This design comes from an exercise in tuning for small area, a short achievable clock period and few clock cycles per item on the open sky130 flow, not from production work. Only simulation tests tie the RTL to the original design; equivalence was not proved. Power and IR drop assume default switching activity.

## flow/design.v (module list and top-level ports; edited modules follow where they fit)
// module booth_csa_tree: 642 lines
// module booth_cpa: 490 lines
// module booth_fa: 4 lines
// module booth_ha: 4 lines
// module booth_or2: 3 lines
// module booth_xnor: 3 lines
// module booth_maj: 3 lines
// module booth_xor2: 3 lines
// module booth_nand2: 3 lines
// module booth_nor2: 3 lines
// module booth_inv: 3 lines
// module booth_aoi21: 3 lines
// module booth_oai21: 3 lines
// module booth_pp_accumulator: 64 lines
module booth_pp_accumulator
(
    input  logic                            Clk,
    input  logic                            Reset,
    input  logic                            In_Valid,
    output logic                            In_Ready,
    input  logic [booth_acc_pkg::PP_W-1:0]  PP0,
    input  logic [booth_acc_pkg::PP_W-1:0]  PP1,
    input  logic [booth_acc_pkg::PP_W-1:0]  PP2,
    input  logic [booth_acc_pkg::PP_W-1:0]  PP3,
    input  logic [booth_acc_pkg::PP_W-1:0]  PP4,
    input  logic [booth_acc_pkg::PP_W-1:0]  PP5,
    input  logic [booth_acc_pkg::PP_W-1:0]  PP6,
    input  logic [booth_acc_pkg::PP_W-1:0]  PP7,
    input  logic [booth_acc_pkg::PP_W-1:0]  PP8,
    input  logic [booth_acc_pkg::PP_W-1:0]  PP9,
    input  logic [booth_acc_pkg::PP_W-1:0]  PP10,
    input  logic [booth_acc_pkg::PP_W-1:0]  PP11,
    input  logic [booth_acc_pkg::PP_W-1:0]  PP12,
    input  logic [booth_acc_pkg::PP_W-1:0]  PP13,
    input  logic [booth_acc_pkg::PP_W-1:0]  PP14,
    input  logic [booth_acc_pkg::PP_W-1:0]  PP15,
    input  logic [31:0]                     PP16,
    input  logic [15:0]                     Error_Correction,
    output logic                            Out_Valid,
    input  logic                            Out_Ready,
    output logic [booth_acc_pkg::PROD_W-1:0] Product,
    output logic                            Busy
);
  // ...
==> flow/flow/run.sh <==
#!/bin/bash
# Own layout flow: the standard ORFS flow (standard.sh: its synthesis, floorplan,
# placement, CTS and routing), with two changes:
#  - the I/O port buffers that global placement inserts (one per input and output port,
#    as in the standard flow) are sky130_fd_sc_hd__buf_1 instead of the delay-cell buffer
#    buffer_ports picks by default;
#  - before floorplanning, gates that synthesis sized up are put back at their smallest
#    drive strength (flow/pre_floorplan.tcl); repair then sizes up what timing needs.
# Every tool's output goes to the ORFS logs under orfs/logs and to flow_run.log here.
set -euo pipefail
here=$(cd "$(dirname "$0")" && pwd)
export BUFFER_PORTS_ARGS="-buffer_cell sky130_fd_sc_hd__buf_1"
export PRE_FLOORPLAN_TCL="$here/pre_floorplan.tcl"
bash standard.sh finish > flow_run.log 2>&1
==> flow/flow/pre_floorplan.tcl <==
# Before floorplanning: put the one-cell modules' gates that synthesis sized up back at
# their smallest drive strength (same function); later repair sizes up what timing needs.
set db [ord::get_db]
set swaps {
  sky130_fd_sc_hd__maj3_2  sky130_fd_sc_hd__maj3_1
  sky130_fd_sc_hd__a21oi_2 sky130_fd_sc_hd__a21oi_1
}
set n 0
foreach inst [[ord::get_db_block] getInsts] {
  set name [[$inst getMaster] getName]
  if { [dict exists $swaps $name] } {
    $inst swapMaster [$db findMaster [dict get $swaps $name]]
    incr n
  }
}
puts "pre_floorplan: resized $n cells to the smallest drive strength"
==> flow/standard.sh <==
#!/bin/bash
# synth_recipe.tcl (not shown) runs the flow's synth.tcl, then flattens the netlist and writes it again
# the make line also repeats each setting of config.mk as NAME=value (left out here)
make -C /OpenROAD-flow-scripts/flow DESIGN_CONFIG=/design/flow/config.mk WORK_HOME=/design/flow/orfs CLKGATE_MAP_FILE= SYNTH_SCRIPT=/design/flow/synth_recipe.tcl "${@:-finish}"
==> flow/config.mk <==
export PLATFORM = sky130hd
export DESIGN_NAME = booth_pp_accumulator
export DESIGN_NICKNAME = booth_pp_accumulator
export VERILOG_FILES = /design/flow/design.v
export SDC_FILE = /design/flow/constraint.sdc
export NUM_CORES = 4
export LEC_CHECK = 0
export CAP_MARGIN = 20
export CORE_MARGIN = 2
export CORE_UTILIZATION = 40
export CTS_BUF_LIST = sky130_fd_sc_hd__clkbuf_4 sky130_fd_sc_hd__clkbuf_8
export GPL_ROUTABILITY_DRIVEN = 0
export SETUP_SLACK_MARGIN = 0.8
export SLEW_MARGIN = 20
export SYNTH_HIERARCHICAL = 1
export SYNTH_MINIMUM_KEEP_SIZE = 0
==> flow/constraint.sdc <==
create_clock -name core_clock -period 5.0 [get_ports {Clk}]
set_input_delay 1.0000 -clock core_clock [delete_from_list [all_inputs] [get_ports {Clk}]]
set_output_delay 1.0000 -clock core_clock [all_outputs]
set_load 0.01 [all_outputs]
==> impl_metrics.ini, run 1 <==
[drt]
routed_via_density = 4.65
wl_met1_mm = 16.5
drt_first_iter_violations = 383

[hold_path]
timing.hold.worst.class = reg -> reg

[place]
numPlacedInstances = 2338
hpwl_mm = 41.6
number_of_buffers_inserted_by_port_buffering = 662
post-place-ws_ns = 0.621

[timing]
hold_ws_ns = 0.599
min_period_over_period_pct = 80.0
timing.final.crit_period_ns = 4.00
final-setup-viol-count = 0
fin_setup_tns_ns = 0

[floorplan]
ioPinCount = 663
std_cell_rows = 75
core_region_area_um2 = 42200

[status]
outcome = timing/DRC/antenna clean

[power]
power.clock.fraction_pct = 4.6
internal-power_w = 0.00591
clock_power_w = 0.000531
comb_power_share_pct = 75.0
cellLeakagePower_nw = 7.02

[layout]
largest_register_ff_count = 64
post-route-cell-area_um2 = 19500
multi_input_comb_cells = 971
reg.largest.list = x_r: 64 flops, y_r: 36 flops, busy: 1 flops
ant_diodes = 2
layout.cells.most_common = buf_1

[critical_path]
cp-endpoint = Product[57]
crit_path_start = x_r[9]
critical_path_class = reg -> out
critical_path_cell_count = 10

[grt]
antenna_found_initial = 1

[yosys]
syn_inst_count = 1301
synth_fp_nets = 2427
Testbench counts, summed over its fixed seeds: cycles 4,800, items 2,400.
==> run 2: changes to the inputs <==
--- a/flow/config.mk
+++ b/flow/config.mk
@@ -10,5 +10,4 @@
 export CORE_UTILIZATION = 40
 export CTS_BUF_LIST = sky130_fd_sc_hd__clkbuf_4 sky130_fd_sc_hd__clkbuf_8
-export GPL_ROUTABILITY_DRIVEN = 0
 export SETUP_SLACK_MARGIN = 0.8
 export SLEW_MARGIN = 20
==> impl_metrics.ini, run 2 <==
[layout]
layout.cells.most_common = buf_1
post-route-cell-area_um2 = 19500
reg.largest.list = x_r: 64 flops, y_r: 36 flops, busy: 1 flops
final_cell_mix = buf_1, fa_1, nor2_1, edfxtp_1, nand2_1
layout-drive-gt1-share_pct = 5.07
register_ranked_first_by_flip_flop_count = x_r
largest_register_ff_count = 64
num-nets-final = 2936
area_growth_syn_to_layout_pct = 13.5

[yosys]
synthesis.area_per_instance_um2 = 13.2
synth_fp_nets = 2427
synthesis.area_um2 = 17200
yosysWarnings = 7
syn_inst_count = 1301

[timing]
rsz_0062_raised_after_global_routing = false
hold_ws_ns = 0.597
slew_headroom_pct = 51.6
fmax_ghz = 0.251
timing.clock.skew_ns = 0.0228
timing.final.crit_period_ns = 3.99
report.final.slew_viol_count = 0
final-setup-viol-count = 0
timing_worst_slew_pin_value_ns = 0.726
fin_setup_tns_ns = 0
min_period_over_period_pct = 79.8
hold_viol_final = 0

[drt]
dr.pass1.iters = 7
routed_via_density = 4.65
drt_first_iter_violations = 416
remaining_drc_errors = 0
vias = 11000
drt-total-wl_mm = 43.9
final_ant_viol_nets = 0
routed_wire_length_per_instance_um = 18.6

[critical_path]
critical_path_required_ns = 5.14
critical_path.max_stage_delay_ns = 0.60
cp_data_arrival_time_ns = 4.13
critical-path-slowest-cell = fa_1
critical_path_peak_fanout = 1
critPathCaptureType = register
critical-path-top-cell-by-count = fa_1
critPathTopFamily = adder cells
crit_path_start_kind = primary input
critical_path_class = in -> reg
critical_path.cell_chain = buf_1, fa_1, fa_2, fa_2, fa_1, fa_1, ha_1, fa_1
number_of_buffers_and_inverters_on_the_critical_path = 1

[clock_tree]
clockRootBuffer = clkbuf_8
worst_setup_hold_path_clk_slew_ns = 0.12
cts_buffers = 9
cts_tree = built
cts_max_level = 3
clkLatencyLatePin_ns = 0.38
clock_path_buffers = 2
sink_count_of_the_clock_tree = 101

[power]
total_switching_power_w = 0.00572
power_density_nw_per_um2 = 596
cellLeakagePower_nw = 7.02
comb_power_share_pct = 75.1
internal-power_w = 0.00591
switching_fraction_pct = 49.2
p_seq_share_pct = 20.4
power.clock.fraction_pct = 4.5
ir_drop_uv = 285

[grt]
wire_length_of_the_first_global_routing_pass_mm = 67.9
vias_in_the_first_global_route = 13100
largest_net_degree_at_the_start_of_global_routing = 52
gr-usage-all-layers_pct = 20.3
antenna_found_initial = 4
globalRouteOverflowTotal = 0

[floorplan]
die_area_um2 = 44700
die-height_um = 211
ioPinCount = 663
std_cell_rows = 75
die_x_um = 211
start_util_pct = 40.7
core_region_area_um2 = 42200

[place]
number_of_buffers_inserted_by_port_buffering = 662
hpwl_mm = 41.5
place.gp.congestion = 0.988
placed_area_um2 = 19300

[run]
cap_viol_max_count = 0

[hold_path]
timing.hold.worst.class = reg -> reg

[status]
outcome = timing/DRC/antenna clean
[run 2: path summary, 6_finish.rpt]
path / from / end / slack (ns) / cells past startpoint
worst max-delay path: PP6[13] / y_r[27] / 1.01 / 8
worst min-delay path: busy / busy / 0.60 / 2
worst max register to register: busy / x_r[13] / 2.98 / 2
worst min register to register: busy / busy / 0.60 / 2
[run 2: final cells by class]
cell class	count	area (µm²)
diodes	4	10.0
fillers	3889	22700
clock inverters	4	33.8
flip-flops and latches	101	3020
inverters	64	243
multi-input cells	971	12900
repair buffers	663	2490
clock buffers	12	153
well taps	539	674
[run 2: metal layers]
layer  track usage, %  vias to the layer above  routed length, µm
li1                 -                     4982                  -
met1             24.0                     5508              16700
met2             37.8                      410              23400
met3             3.00                       57               2420
met4             6.27                        0               1320
met5                0                        -                  0
[run 2: per-stage QoR]
| step | std cells | setup slack [ns] | util [%] | power [W] |
|---|---|---|---|---|
| 3_5_place_dp | 2338 | 0.598 | 45.7 | 0.0114 |
| 6_report | 2358 | 1.01 | 46.3 | 0.0116 |
| 5_1_grt | 2358 | 0.831 | 46.3 | 0.0133 |
| 3_3_place_gp | 2338 | 0.636 | 45.7 | 0.0112 |
| 2_1_floorplan | 1301 | 0.729 | - | 0.0120 |
| 4_1_cts | 2354 | 0.793 | 46.2 | 0.0121 |
[run 2: worst register-to-register path, cell delays in order, from the launching register on]
cell and delay, ns:
dfxtp_1 0.39, inv_4 0.53, buf_4 0.68
[run 2: repair_timing]
item	in CTS	in global routing
setup buffers	0	0
endpoints found under the setup margin	7	5
hold buffers	0	0
gates resized for setup	4	3
[run 2: power by group through the flow]
stage	clock network (W)	registers (W)	logic, W
floorplan	0	0.00232	0.00964
global placement	0	0.00239	0.00886
detailed placement	0	0.00240	0.00902
CTS	0.000561	0.00238	0.00911
global route	0.000587	0.00244	0.0102
finish	0.000525	0.00237	0.00874

[separate check: timing with driven ports]
Ports are ideal in the flow. The routed layouts listed here were re-timed in OpenROAD.
Step 1: set_driving_cell puts a clkbuf_16 on Clk and a buf_2 on each other input, an assumption about the parent block.
Step 2, shift: input delay + t, output delay - t, t = (earliest + latest rising clock arrival at the registers) / 2. This alone moves slack from input paths to output paths.
Three values: ideal ports, drivers, drivers and shift; two values: the first two.
| run | t (ns) | setup WS [ns] | worst slew at a driven data input, ns |
|---|---|---|---|
| run 1 | 0.414 | 1.000 / 0.964 / 0.646 | 0.10 |
| run 2 | 0.411 | 1.009 / 1.028 / 0.616 | 0.12 |
After both steps every run listed still meets setup and hold. The setup slack of run 2, which loses most, moves by +0.019 ns with the drivers and by -0.393 ns with both steps.
